Background: an optimization exercise with open tools, aiming at small area, a short achievable clock period and few clock cycles. Do not read the settings as production practice. Where RTL was checked, it was by simulation tests only, not by an equivalence proof against the original. Power figures rest on the tool's default switching activity, not on a simulated workload.

// routing_table_reader
module routing_table_reader
#(
    parameter int ADDR_W      = 16,
    parameter int HOST_IDX_W  = 6,
    parameter int SWITCH_ID_W = 4
) (
    input  logic                    clk,
    input  logic                    rst_n,
    output logic [ADDR_W-1:0]       mem_addr,
    input  logic [WORD_W-1:0]       mem_data,
    input  logic                    load_req,
    output logic                    load_ack,
    output logic                    tables_valid,
    output logic                    parse_error,
    input  logic                    host_req,
    input  logic [HOST_IDX_W-1:0]   host_index,
    output logic                    host_ack,
    output logic                    host_found,
    output logic [HOST_ENTRY_W-1:0] host_entry,
    input  logic                    path_req,
    input  logic [SWITCH_ID_W-1:0]  src_switch,
    input  logic [SWITCH_ID_W-1:0]  dst_switch,
    output logic                    path_ack,
    output logic [PATH_ENTRY_W-1:0] path_entry
);
For scale: about 200 flip-flops, about 360 I/O pins, ~11,000 µm² of cells after synthesis.
clock: 8.0 ns
lec_check: 0
cap_margin: 20
core_margin: 2
core_utilization: 30
setup_slack_margin: 4.25
slew_margin: 20
tns_end_percent: 10
standard.sh (not shown) runs the stock make flow with config.mk's settings and CLKGATE_MAP_FILE= SYNTH_SCRIPT=/design/flow/synth_recipe.tcl, a recipe that flattens the netlist after the stock synthesis.
==> flow/flow/run.sh <==
#!/bin/bash
# Standard synthesis, then the standard layout with plain buffers on the ports.
set -euo pipefail
bash standard.sh synth > synth.log 2>&1
export BUFFER_PORTS_ARGS="-buffer_cell sky130_fd_sc_hd__buf_1"
bash standard.sh finish > layout.log 2>&1
The starting point produced a clean layout.
==> next run, changes <==
CTS_BUF_LIST = sky130_fd_sc_hd__clkbuf_8   (was unset)
CTS_CLUSTER_SIZE = 10   (was unset)
TNS_END_PERCENT = unset   (was 10)
What happened:
- The new run finished with timing, DRC and antenna clean
- power barely changes
- critical path depth rises by 13
- cell area rises by 0.73%
- synthesized area stays the same
- non-clock buffer count rises by 9
- via count rises by 1.2%
- clock power falls by 20%
- combinational power rises by about 9%
- setup slack gains 250 ps
- wire length hardly moves
No run of this note included a check of the RTL's function; only the layout flow was run.

---

Another version of the RTL of routing_table_reader (not shown whole).
For scale: about 11000 um2 of cells after synthesis.
Design routing_table_reader, start of the top module:
module routing_table_reader
#(
    parameter int ADDR_W      = 16,
    parameter int HOST_IDX_W  = 6,
    parameter int SWITCH_ID_W = 4
) (
    input  logic                    clk,
    input  logic                    rst_n,
    output logic [ADDR_W-1:0]       mem_addr,
    input  logic [WORD_W-1:0]       mem_data,
    input  logic                    load_req,
    output logic                    load_ack,
    output logic                    tables_valid,
    output logic                    parse_error,
    input  logic                    host_req,
    input  logic [HOST_IDX_W-1:0]   host_index,
    output logic                    host_ack,
    output logic                    host_found,
    output logic [HOST_ENTRY_W-1:0] host_entry,
    input  logic                    path_req,
    input  logic [SWITCH_ID_W-1:0]  src_switch,
    input  logic [SWITCH_ID_W-1:0]  dst_switch,
    output logic                    path_ack,
    output logic [PATH_ENTRY_W-1:0] path_entry
);
==> flow/config.mk <==
export PLATFORM = sky130hd
export DESIGN_NAME = routing_table_reader
export DESIGN_NICKNAME = routing_table_reader
export VERILOG_FILES = /design/flow/design.v
export SDC_FILE = /design/flow/constraint.sdc
export NUM_CORES = 4
export LEC_CHECK = 0
export CAP_MARGIN = 20
export CORE_MARGIN = 2
export CORE_UTILIZATION = 30
export SETUP_SLACK_MARGIN = 4.5
export SLEW_MARGIN = 20
==> flow/constraint.sdc <==
create_clock -name core_clock -period 8.0 [get_ports {clk}]
set_input_delay 1.6000 -clock core_clock [delete_from_list [all_inputs] [get_ports {clk}]]
set_output_delay 1.6000 -clock core_clock [all_outputs]
set_load 0.01 [all_outputs]
Scripts as last shown in full above: flow/flow/run.sh
The first run completed without violations.
Testbench counts at the start, summed over its fixed seeds: cycles 7,929.
Rerun with:
- CTS_BUF_LIST: default -> sky130_fd_sc_hd__clkbuf_8
- SETUP_SLACK_MARGIN: 4.5 -> 4.25
Sequential cell count is unchanged.
Routed wire length goes down by 2.3%.
Non-clock buffer count went down by 1.
Die area is unchanged.
Combinational power came out lower by about 4%.
Core utilization decreases by 1.3 points.
Design area decreases by 3.8%.
Via count hardly moves.
Rerun with:
- CTS_BUF_LIST: sky130_fd_sc_hd__clkbuf_8 -> default
The new run passed the timing, DRC and antenna checks.
Core utilization rises by 0.52 points.
Wire length is about the same.
Power rises by 5.4%.
Synthesized area does not change.
Design area rises by 1.5%.
Register-to-register slack improved by 30 ps.
Worst hold slack got worse by 6.4 ps.
Combinational power hardly moves.
Non-clock buffer count falls by 3.
Synthesized cell count is unchanged.
Rerun with:
- SETUP_SLACK_MARGIN: 4.25 -> 4.0
Result: Worst setup slack gets worse by 150 ps. Count of clock-buffer cells in the layout does not change. Final cell count shrinks by 0.32%. Die area stays the same.

---

Setup of exp/willow:
Another version of the RTL of routing_table_reader (not shown whole).
For scale: ~190 flip-flops, roughly 360 I/O pins, roughly 0.011 sq mm of cells after synthesis.
export LEC_CHECK = 0
export CAP_MARGIN = 20
export CORE_MARGIN = 2
export CORE_UTILIZATION = 40
export SETUP_SLACK_MARGIN = 5.0
export SLEW_MARGIN = 20
create_clock -name core_clock -period 8.0 [get_ports {clk}]
Scripts as last shown in full above: flow/flow/run.sh
Edits applied to the flow inputs when going from exp/willow to exp/tundra:
Settings: SETUP_SLACK_MARGIN: 5.0 -> 4.5.
Results
Against exp/willow, exp/tundra reports a post-placement setup slack that is lower. Fill cell total of the finished layout delta for exp/tundra relative to exp/willow: about 3% higher. Re post-synthesis instance area: no difference whatsoever between exp/tundra and exp/willow. The final layouts of exp/tundra and exp/willow pass the timing, DRC and antenna checks. Looking at total via count after detailed routing across exp/tundra and exp/willow, the one that comes out lower is exp/tundra. The proportion of cell area occupied by registers reported for exp/tundra is greater than that of exp/willow by 2.9 points. Of the two candidates, exp/willow has the worse reported leakage power and exp/tundra the better one. From exp/willow to exp/tundra, largest fanout on the critical path did not move at all. Going from exp/willow to exp/tundra, the upper clock frequency limit was found to have gone down by about 0.4%.
Function was not checked in any run of this note: the RTL went through the layout flow alone.

---

run C:
routing_table_reader, a different RTL version from the one above (not shown whole).
Size in the first run: ~900 cells after synthesis, about 10,000 um^2 of cells after synthesis.
// routing_table_reader
module routing_table_reader
#(
    parameter int ADDR_W      = 16,
    parameter int HOST_IDX_W  = 6,
    parameter int SWITCH_ID_W = 4
) (
    input  logic                    clk,
    input  logic                    rst_n,
    output logic [ADDR_W-1:0]       mem_addr,
    input  logic [WORD_W-1:0]       mem_data,
    input  logic                    load_req,
    output logic                    load_ack,
    output logic                    tables_valid,
    output logic                    parse_error,
    input  logic                    host_req,
    input  logic [HOST_IDX_W-1:0]   host_index,
    output logic                    host_ack,
    output logic                    host_found,
    output logic [HOST_ENTRY_W-1:0] host_entry,
    input  logic                    path_req,
    input  logic [SWITCH_ID_W-1:0]  src_switch,
    input  logic [SWITCH_ID_W-1:0]  dst_switch,
    output logic                    path_ack,
    output logic [PATH_ENTRY_W-1:0] path_entry
);
    localparam int HW = ADDR_W - 3;
    localparam logic [3:0] S_IDLE = 4'd0,
                           S_PA   = 4'd1,
                           S_RD   = 4'd2,
                           S_ACK  = 4'd3,
                           S_L1   = 4'd4,
                           S_L2   = 4'd5,
                           S_L3   = 4'd6,
                           S_L4   = 4'd7,
                           S_L5   = 4'd8,
                           S_L6   = 4'd9,
                           S_L7   = 4'd10,
                           S_L8   = 4'd11;
    logic [3:0]    state;
    logic          sel_host;
    logic [2:0]    ph;
    logic [HW-1:0] ahi;
    logic          a0;
    logic [3:0]    s_nx;        
    logic          b_one0, b_two0, b_neg0, b_one1, b_two1, b_s3;
    logic          hc_big;      
    logic [5:0]    hc_lo;       
    logic [HW-1:0] pbase;       
    logic [HW-1:0] kmul;        
    logic          slot0;
    logic [31:0]   slot_a, slot_b, slot_c;
    logic [15:0]   slot_d;
    logic          found;
    logic [7:0]    host_base;
    logic [HW-1:0] row_off;
    logic [HW-1:0] mac;
    logic          ahi_mac;
    logic [HW-1:0] ahi_oth;
    logic [HW-1:0] m_pp0, m_q1, m_pp1, m_pp2, m_s1, m_c1, m_s2, m_c2;
    assign found     = hc_big || (host_index < hc_lo);
    assign host_base = 8'(host_index) * 8'd3 + ((state == S_IDLE) ? 8'd4 : 8'd2);
  ...
==> flow/config.mk <==
export PLATFORM = sky130hd
export DESIGN_NAME = routing_table_reader
export DESIGN_NICKNAME = routing_table_reader
export VERILOG_FILES = /design/flow/design.v
export SDC_FILE = /design/flow/constraint.sdc
export NUM_CORES = 4
export LEC_CHECK = 0
export CAP_MARGIN = 20
export CORE_MARGIN = 2
export CORE_UTILIZATION = 36
export SETUP_SLACK_MARGIN = 4.4
export SLEW_MARGIN = 20
==> flow/constraint.sdc <==
create_clock -name core_clock -period 8.0 [get_ports {clk}]
set_input_delay 1.6000 -clock core_clock [delete_from_list [all_inputs] [get_ports {clk}]]
set_output_delay 1.6000 -clock core_clock [all_outputs]
set_load 0.01 [all_outputs]
==> flow/flow/run.sh <==
#!/bin/bash
# Standard synthesis, then the standard layout with plain buffers on the ports
# and a clock tree without dummy loads.
set -euo pipefail
bash standard.sh synth > synth.log 2>&1
export BUFFER_PORTS_ARGS="-buffer_cell sky130_fd_sc_hd__buf_1"
export CTS_ARGS="-sink_clustering_enable -repair_clock_nets -dont_use_dummy_load"
bash standard.sh finish > layout.log 2>&1
Run C ended with every stage complete and zero timing, DRC or antenna violations.
Testbench counts of run C, summed over its fixed seeds: cycles 7,945.
What run Y does differently from run C at the input level:
Settings: an added PLACE_DENSITY of 0.8; a change of CORE_UTILIZATION from 36 to 30.
==> comparison <==
- The setup slack of run Y is smaller than that of run C.
- Note that the floorplan die area recorded for run C amounts to 0.837 times the value seen in run Y.
- Maximum operating frequency: run Y worse than run C
- Non-clock buffer count (run Y vs. run C) increases slightly
- Going from run C to run Y, global-route usage now sits lower, total of cells resized after clock tree synthesis now sits lower.

---

old:
The RTL this note starts from:
==> flow/design.v <==
package routing_pkg;
    localparam int WORD_W     = 32;
    localparam int WORD_BYTES = WORD_W / 8;
    localparam int HEADER_WORDS = 4;
    localparam int ENTRY_WORDS  = 6;
    localparam int HEADER_BYTES = HEADER_WORDS * WORD_BYTES;
    localparam int ENTRY_BYTES  = ENTRY_WORDS * WORD_BYTES;
    localparam logic [WORD_W-1:0] HOST_MAGIC   = 32'h484F5354;
    localparam logic [WORD_W-1:0] SWITCH_MAGIC = 32'h53574348;
    localparam int HOST_ENTRY_W = 144;
    localparam int PATH_ENTRY_W = 145;
endpackage
`timescale 1ns/100ps
import routing_pkg::*;
module routing_table_reader
#(
    parameter int ADDR_W      = 16,
    parameter int HOST_IDX_W  = 6,
    parameter int SWITCH_ID_W = 4
) (
    input  logic                    clk,
    input  logic                    rst_n,
    output logic [ADDR_W-1:0]       mem_addr,
    input  logic [WORD_W-1:0]       mem_data,
    input  logic                    load_req,
    output logic                    load_ack,
    output logic                    tables_valid,
    output logic                    parse_error,
    input  logic                    host_req,
    input  logic [HOST_IDX_W-1:0]   host_index,
    output logic                    host_ack,
    output logic                    host_found,
    output logic [HOST_ENTRY_W-1:0] host_entry,
    input  logic                    path_req,
    input  logic [SWITCH_ID_W-1:0]  src_switch,
    input  logic [SWITCH_ID_W-1:0]  dst_switch,
    output logic                    path_ack,
    output logic [PATH_ENTRY_W-1:0] path_entry
);
    localparam int HW = ADDR_W - 3;
    localparam logic [3:0] S_IDLE = 4'd0,
                           S_PA   = 4'd1,
                           S_RD   = 4'd2,
                           S_ACK  = 4'd3,
                           S_L1   = 4'd4,
                           S_L2   = 4'd5,
                           S_L3   = 4'd6,
                           S_L4   = 4'd7,
                           S_L5   = 4'd8,
                           S_L6   = 4'd9,
                           S_L7   = 4'd10,
                           S_L8   = 4'd11;
    logic [3:0]    state;
    logic          sel_host;
    logic [2:0]    ph;
    logic [HW-1:0] ahi;
    logic          a0;
    logic [3:0]    s_nx;        
    logic          b_one0, b_two0, b_neg0, b_one1, b_two1, b_s3;
    logic          hc_big;      
    logic [5:0]    hc_lo;       
    logic [HW-1:0] pbase;       
    logic [HW-1:0] kmul;        
    logic          slot0;
    logic [31:0]   slot_a, slot_b, slot_c;
    logic [15:0]   slot_d;
    logic          found;
    logic [7:0]    host_base;
    logic [HW-1:0] row_off;
    logic [HW-1:0] mac;
    logic          ahi_mac;
    logic [HW-1:0] ahi_oth;
    logic [HW-1:0] m_pp0, m_q1, m_pp1, m_pp2, m_s1, m_c1, m_s2, m_c2;
    assign found     = hc_big || (host_index < hc_lo);
    assign host_base = 8'(host_index) * 8'd3 + ((state == S_IDLE) ? 8'd4 : 8'd2);
    assign row_off   = pbase + HW'(dst_switch) * HW'(3);
    assign m_pp0 = (({HW{b_one0}} & kmul) | ({HW{b_two0}} & (kmul << 1))) ^ {HW{b_neg0}};
    assign m_q1  = (({HW{b_one1}} & kmul) | ({HW{b_two1}} & (kmul << 1))) ^ {HW{b_s3}};
    assign m_pp1 = {m_q1[HW-3:0], b_neg0, !b_neg0};
    assign m_pp2 = ({HW{b_s3}} & (kmul << 4)) | {{(HW-3){1'b0}}, b_s3, 2'b00};
    assign m_s1  = ahi ^ m_pp0 ^ m_pp1;
    assign m_c1  = ((ahi & m_pp0) | (ahi & m_pp1) | (m_pp0 & m_pp1)) << 1;
    assign m_s2  = m_s1 ^ m_c1 ^ m_pp2;
    assign m_c2  = ((m_s1 & m_c1) | (m_s1 & m_pp2) | (m_c1 & m_pp2)) << 1;
    assign mac   = m_s2 + m_c2;
    assign mem_addr = {ahi, a0, 2'b00};
    always_comb begin
        case (state)
            S_IDLE:       s_nx = src_switch;
            S_L2, S_L6:   s_nx = 4'd3;
            default:      s_nx = 4'd0;
        endcase
    end
    always_ff @(posedge clk) begin
        b_one0 <= s_nx[0];
        b_two0 <= s_nx[1] && !s_nx[0];
        b_neg0 <= s_nx[1];
        b_one1 <= s_nx[2] ^ s_nx[1];
        b_two1 <= (s_nx[2] == s_nx[1]) && (s_nx[3] != s_nx[2]);
        b_s3   <= s_nx[3];
    end
    always_comb begin
        ahi_mac = 1'b0;
        ahi_oth = ahi;
        case (state)
            S_IDLE: begin
                if (load_req)      ahi_oth = '0;
                else if (host_req) ahi_oth = HW'(host_base);
                else if (path_req) ahi_oth = row_off;
            end
            S_PA, S_L3, S_L4, S_L7: ahi_mac = 1'b1;
            S_RD: begin
                ahi_mac = sel_host ? (ph == 3'd3) : (ph == 3'd1 || ph == 3'd3);
                if (sel_host && ph == 3'd1) ahi_oth = HW'(host_base);
            end
            S_ACK:  if (!(load_ack && load_req) && !(host_ack && host_req)
                        && !(path_ack && path_req)) ahi_oth = '0;
            S_L2:   ahi_oth = HW'(1);
            S_L6:   ahi_oth = HW'(2);
            S_L8:   ahi_oth = '0;
            default: ;
        endcase
    end
    always_ff @(posedge clk or negedge rst_n) begin
        if (!rst_n) ahi <= '0;
        else        ahi <= ahi_mac ? mac : ahi_oth;
    end
    always_ff @(posedge clk or negedge rst_n) begin
        if (!rst_n) begin
            state        <= S_IDLE;
            a0           <= 1'b0;
            load_ack     <= 1'b0;
            tables_valid <= 1'b0;
            parse_error  <= 1'b0;
            host_ack     <= 1'b0;
            path_ack     <= 1'b0;
        end else begin
            case (state)
                S_IDLE: begin
                    if (load_req) begin
                        a0    <= 1'b1;
                        state <= S_L1;
                    end else if (host_req) begin
                        sel_host   <= 1'b1;
                        host_found <= found;
                        if (found) begin
                            ph    <= 3'd1;
                            state <= S_RD;
                        end else begin
                            host_ack <= 1'b1;
                            state    <= S_ACK;
                        end
                    end else if (path_req) begin
                        sel_host <= 1'b0;
                        state    <= S_PA;
                    end
                end
                S_PA: begin
                    ph    <= 3'd0;
                    state <= S_RD;
                end
                S_RD: begin
                    if (ph == 3'd5) begin
                        host_ack <= sel_host;
                        path_ack <= !sel_host;
                        state    <= S_ACK;
                    end else begin
                        ph       <= ph + 1'b1;
                        if (!(sel_host ? (ph == 3'd1) : (ph == 3'd3))) a0 <= !a0;
                    end
                end
                S_ACK: begin
                    if (!(load_ack && load_req) && !(host_ack && host_req)
                        && !(path_ack && path_req)) begin
                        load_ack <= 1'b0;
                        host_ack <= 1'b0;
                        path_ack <= 1'b0;
                        a0       <= 1'b0;
                        state    <= S_IDLE;
                    end
                end
                S_L1: begin
                    if (mem_data != HOST_MAGIC) begin
                        tables_valid <= 1'b0;
                        parse_error  <= 1'b1;
                        load_ack     <= 1'b1;
                        state        <= S_ACK;
                    end else begin
                        state <= S_L2;
                    end
                end
                S_L2: begin
                    state <= S_L3;
                end
                S_L3: begin
                    a0    <= 1'b0;
                    state <= S_L4;
                end
                S_L4: begin
                    state <= S_L5;
                end
                S_L5: begin
                    tables_valid <= (mem_data == SWITCH_MAGIC);
                    parse_error  <= (mem_data != SWITCH_MAGIC);
                    load_ack     <= 1'b1;
                    state        <= S_L6;
                end
                S_L6: begin
                    if (!load_req) load_ack <= 1'b0;
                    state <= S_L7;
                end
                S_L7: begin
                    if (!load_req) load_ack <= 1'b0;
                    state <= S_L8;
                end
                S_L8: begin
                    if (!load_req) load_ack <= 1'b0;
                    state <= (load_ack && load_req) ? S_ACK : S_IDLE;
                end
                default: state <= S_IDLE;
            endcase
        end
    end
    always_ff @(posedge clk) begin
        if (state == S_L2) begin
            hc_big <= |mem_data[31:6];
            hc_lo  <= mem_data[5:0];
        end
        if (state == S_L5) begin
            pbase <= ahi;
        end
        if (state == S_L2 || state == S_L6) begin
            kmul <= mem_data[HW-1:0];
        end else if (state == S_L8) begin
            kmul <= ahi;
        end
        if (state == S_RD) begin
            if (ph == 3'd1) slot0 <= mem_data[0];
            if (sel_host ? (ph == 3'd3) : (ph == 3'd2)) slot_a <= mem_data;
            if (sel_host ? (ph == 3'd4) : (ph == 3'd3)) slot_b <= mem_data;
            if (sel_host ? (ph == 3'd5) : (ph == 3'd4)) slot_c <= mem_data;
            if (sel_host ? (ph == 3'd2) : (ph == 3'd5)) slot_d <= mem_data[15:0];
        end
    end
    assign host_entry = {slot_a, slot_b, slot_c[15:0], slot_c[31:16],
                         mem_data[7:0], mem_data[15:8], mem_data[23:16], mem_data[31:24],
                         slot_d[7:0], slot_d[15:8]};
    assign path_entry = {slot0, slot_a[15:0], slot_a[31:16], slot_b, slot_c[15:0], slot_c[31:16],
                         mem_data[7:0], mem_data[15:8], mem_data[23:16], mem_data[31:24],
                         slot_d[7:0], slot_d[15:8]};
endmodule
export LEC_CHECK = 0
export CAP_MARGIN = 5
export CORE_MARGIN = 2
export CORE_UTILIZATION = 30
export SETUP_SLACK_MARGIN = 4.4
export SLEW_MARGIN = 5
create_clock -name core_clock -period 8.0 [get_ports {clk}]
Scripts as last shown in full above: flow/flow/run.sh
old | status: complete | timing, DRC, antenna: pass
Testbench counts of old, summed over its fixed seeds: cycles 7,945.
Changes in new relative to old:
Settings: SLEW_MARGIN changed from 5 to 20; CAP_MARGIN changed from 5 to 20.
-- flow/flow/run.sh --
<<< old, line 7
export CTS_ARGS="-sink_clustering_enable -repair_clock_nets -dont_use_dummy_load"
>>> new, line 7
export CTS_ARGS="-repair_clock_nets -dont_use_dummy_load"
Notes after the runs:
- Of the two values seen for timing startpoint of the critical path, dst_switch[1] was produced by old and mem_data[27] by new.
- In terms of reported net switching power, old and new differ only marginally.
- Worst setup slack after placement: new and old compared, lower one is new
- Number of violations reported at the end of detailed-routing iteration 0 (higher): old
- new gives more worst setup slack than old did.

## what the ideal ports hide
The results above use ideal ports. As a check the final layouts listed here were re-extracted and re-timed, cells and wires unchanged. Step 1: set_driving_cell puts a clkbuf_16 on clk and a buf_2 on each other input, an assumption about the parent block. Step 2 adds t to the input delays and takes it off the output delays; t is the mean of the earliest and latest rising clock arrival at the registers after step 1. Input paths then give back, and output paths get back, about the clock's delay inside the block. Three values: ideal, step 1, step 2; two values: the first two.
run | t (ns) | setup slack, ns | worst setup path after step 2 | clock arrival spread, ns
the first run of note 1 | 0.496 | 4.025 / 4.000 / 3.770 | input to register | 0.018 / 0.018
the second run of note 1 | 0.547 | 4.272 / 4.269 / 3.813 | input to register | 0.030 / 0.031
the first run of note 2 | 0.498 | 4.277 / 4.277 / 4.047 | input to register | 0.008 / 0.008
the second run of note 2 | 0.538 | 4.234 / 4.234 / 3.967 | input to register | 0.024 / 0.023
the third run of note 2 | 0.488 | 4.265 / 4.265 / 3.963 | input to register | 0.016 / 0.016
the fourth run of note 2 | 0.503 | 4.117 / 4.108 / 3.956 | input to register | 0.020 / 0.020
exp/willow | 0.487 | 4.134 / 4.134 / 3.918 | input to register | 0.018 / 0.018
exp/tundra | 0.485 | 4.118 / 4.118 / 3.922 | input to register | 0.029 / 0.029
run C | 0.460 | 4.402 / 4.373 / 3.977 | input to register | 0.030 / 0.030
run Y | 0.472 | 4.386 / 4.386 / 3.914 | input to register | 0.027 / 0.027
old | 0.468 | 4.404 / 4.392 / 3.948 | input to register | 0.033 / 0.033
new | 0.460 | 4.412 / 4.391 / 3.955 | input to register | 0.032 / 0.032
After both steps setup and hold are still met in every run listed. The setup slack of run Y, which loses most, moves by 0.000 ns with the drivers and by -0.472 ns with both steps.
